From an optimization exercise on the open Yosys and OpenROAD flow, aimed at small area, a short achievable clock period and few clock cycles per item; shortcuts taken in it are not production practice.
Only simulation tests tie the RTL to the original design; equivalence was not proved.
No activity file was given, so power comes from the tool's default toggle rates.

## sierra
Design fp_mul_rr_sched, start of the top module:
module fp_mul_rr_sched #(
  parameter int NEXP  = 8,
  parameter int NSIG  = 23,
  parameter int NREQ  = 4,
  parameter int IDW   = $clog2(NREQ),
  parameter int NFLAG = 6
) (
  input  logic                           clk,
  input  logic                           rst_n,
  input  logic [NREQ-1:0]                req_valid,
  output logic [NREQ-1:0]                req_ready,
  input  logic [NREQ*(NEXP+NSIG+1)-1:0]  req_a,
  input  logic [NREQ*(NEXP+NSIG+1)-1:0]  req_b,
  input  logic [NREQ*3-1:0]              req_rnd,
  output logic                           rsp_valid,
  input  logic                           rsp_ready,
  output logic [NEXP+NSIG:0]             rsp_p,
  output logic [NFLAG-1:0]               rsp_flags,
  output logic [IDW-1:0]                 rsp_id,
  output logic                           busy
);
  localparam int W = NEXP + NSIG + 1;
  logic            v2, adv2, adv3, take, room;
  logic [IDW-1:0]  s1Id, predIdx;
  logic [NREQ-1:0] ptrOh, s1Oh, choiceOh, nextOh, predOh, ptrNext;
  logic [NREQ-1:0] s1Mask, predMask;
  logic            go;
  assign adv3 = !rsp_valid || rsp_ready;
  assign adv2 = !v2 || adv3;
  assign busy = v2 || rsp_valid;
  function automatic logic [NREQ-1:0] rr_first(input logic [NREQ-1:0] v,
                                               input logic [NREQ-1:0] startOh);
    logic [NREQ-1:0] r;
    logic            hit, clear;
    for (int i = 0; i < NREQ; i++) begin
      hit = 1'b0;
      for (int gap = 1; gap <= NREQ; gap++) begin
        clear = 1'b1;
        for (int m = 1; m < gap; m++) clear = clear & ~v[(i - m + NREQ) % NREQ];
        hit = hit | (startOh[(i - gap + NREQ) % NREQ] & clear);
      end
      r[i] = v[i] & hit;
    end
    rr_first = r;
  endfunction
  function automatic logic [NREQ-1:0] between(input logic [NREQ-1:0] p,
                                              input logic [NREQ-1:0] q);
    logic [NREQ-1:0] r;
    logic            seenQ;
    for (int j = 0; j < NREQ; j++) begin
      r[j]  = 1'b0;
      seenQ = 1'b0;
  ...
Size: roughly 190 flip-flops, about 320 I/O pins, about 24000 um^2 of cells after synthesis.
Settings: LEC_CHECK=0, CAP_MARGIN=20, CORE_MARGIN=2, CORE_UTILIZATION=40, SLEW_MARGIN=20, SYNTH_HIERARCHICAL=1; clock period 18.0 ns.
standard.sh (not shown) runs the stock make flow with config.mk's settings and CLKGATE_MAP_FILE= SYNTH_SCRIPT=/design/flow/synth_recipe.tcl, a recipe that flattens the netlist after the stock synthesis.
==> flow/flow/run.sh <==
#!/bin/bash
# Standard ORFS layout (the standard.sh), with plain buffers on the ports
# instead of the delay cells buffer_ports picks by default, and with timing
# repair asked to keep a setup margin, so that it works on the paths that set
# the achieved period rather than stopping once the 18 ns clock is met.
set -euo pipefail
export BUFFER_PORTS_ARGS="-buffer_cell sky130_fd_sc_hd__buf_1"
export SETUP_SLACK_MARGIN=10
bash standard.sh finish > standard_flow.log 2>&1
Testbench counts of sierra, summed over its fixed seeds: cycles 14,682, items 12,800.
Relative to sierra, the following input files were edited for tundra:
# sierra
export LEC_CHECK = 0
export CAP_MARGIN = 20
export CORE_MARGIN = 2
export CORE_UTILIZATION = 40
export SLEW_MARGIN = 20
export SYNTH_HIERARCHICAL = 1
create_clock -name core_clock -period 18.0 [get_ports {clk}]
# tundra
export LEC_CHECK = 0
export CAP_MARGIN = 20
export CORE_MARGIN = 2
export CORE_UTILIZATION = 60
export SLEW_MARGIN = 20
export SYNTH_HIERARCHICAL = 1
create_clock -name core_clock -period 18.0 [get_ports {clk}]
[summary]
- The sum of internal, switching and leakage power of sierra and that of tundra are within noise of each other.
- Diff sierra -> tundra: final routed wire length divided by cell count flat; switching share of power down 0.33 points.
- [tundra vs sierra] combinational power: lower in tundra
- Worst hold slack: tundra better than sierra
- sierra and tundra ended up with nearly the same sequential share of power.
For umber, these inputs were changed with respect to tundra:
# tundra
export LEC_CHECK = 0
export CAP_MARGIN = 20
export CORE_MARGIN = 2
export CORE_UTILIZATION = 60
export SLEW_MARGIN = 20
export SYNTH_HIERARCHICAL = 1
create_clock -name core_clock -period 18.0 [get_ports {clk}]
# umber
export LEC_CHECK = 0
export CAP_MARGIN = 20
export CORE_MARGIN = 2
export CORE_UTILIZATION = 40
export SLEW_MARGIN = 20
export SYNTH_HIERARCHICAL = 1
create_clock -name core_clock -period 18.0 [get_ports {clk}]
diff --git a/flow/flow/run.sh b/flow/flow/run.sh
--- a/flow/flow/run.sh
+++ b/flow/flow/run.sh
@@ -8 +8 @@
-export SETUP_SLACK_MARGIN=10
+export SETUP_SLACK_MARGIN=10.6
--- outcome ---
Per the final summary, umber finished and its layout is clean on timing, DRC and antenna.
Sort umber and tundra by minimum setup slack among reg-to-reg paths desc -> top: umber
Of umber and tundra, it is umber that has the lower post-route fraction of the period consumed by the critical path.
On umber: die area is 49% higher than what tundra gave.
The lower layout overhead on the synthesized area of umber and tundra is in tundra.
Relative to tundra, worst hold margin has decreased by 0.0063 ns in umber.

separate check: timing with driven ports:
In the flow no input, the clock included, has a driving cell. The finished layouts below were timed again as built, in two steps.
Step 1 sets driving cells, clkbuf_16 on the clock port and buf_2 on the other inputs (assumed; they add their load-dependent delay and slew).
Step 2 also shifts input and output timing later by t, the mid clock arrival at the registers, as if the neighbouring blocks saw the same clock.
a / b / c = ideal / step 1 / step 2; a / b = the first two.
run | shift t [ns] | slack for setup (ns) | worst setup path after step 2 | cell pins on the clock port's net
sierra | 0.552 | 10.029 / 9.985 / 9.985 | input to output | 1
tundra | 0.523 | 10.021 / 9.980 / 9.980 | input to output | 1
umber | 0.543 | 10.055 / 10.010 / 10.010 | input to output | 1
After both steps every run listed still meets setup and hold. The setup slack of umber, which loses most, moves by -0.045 ns with the drivers and by -0.045 ns with both steps.
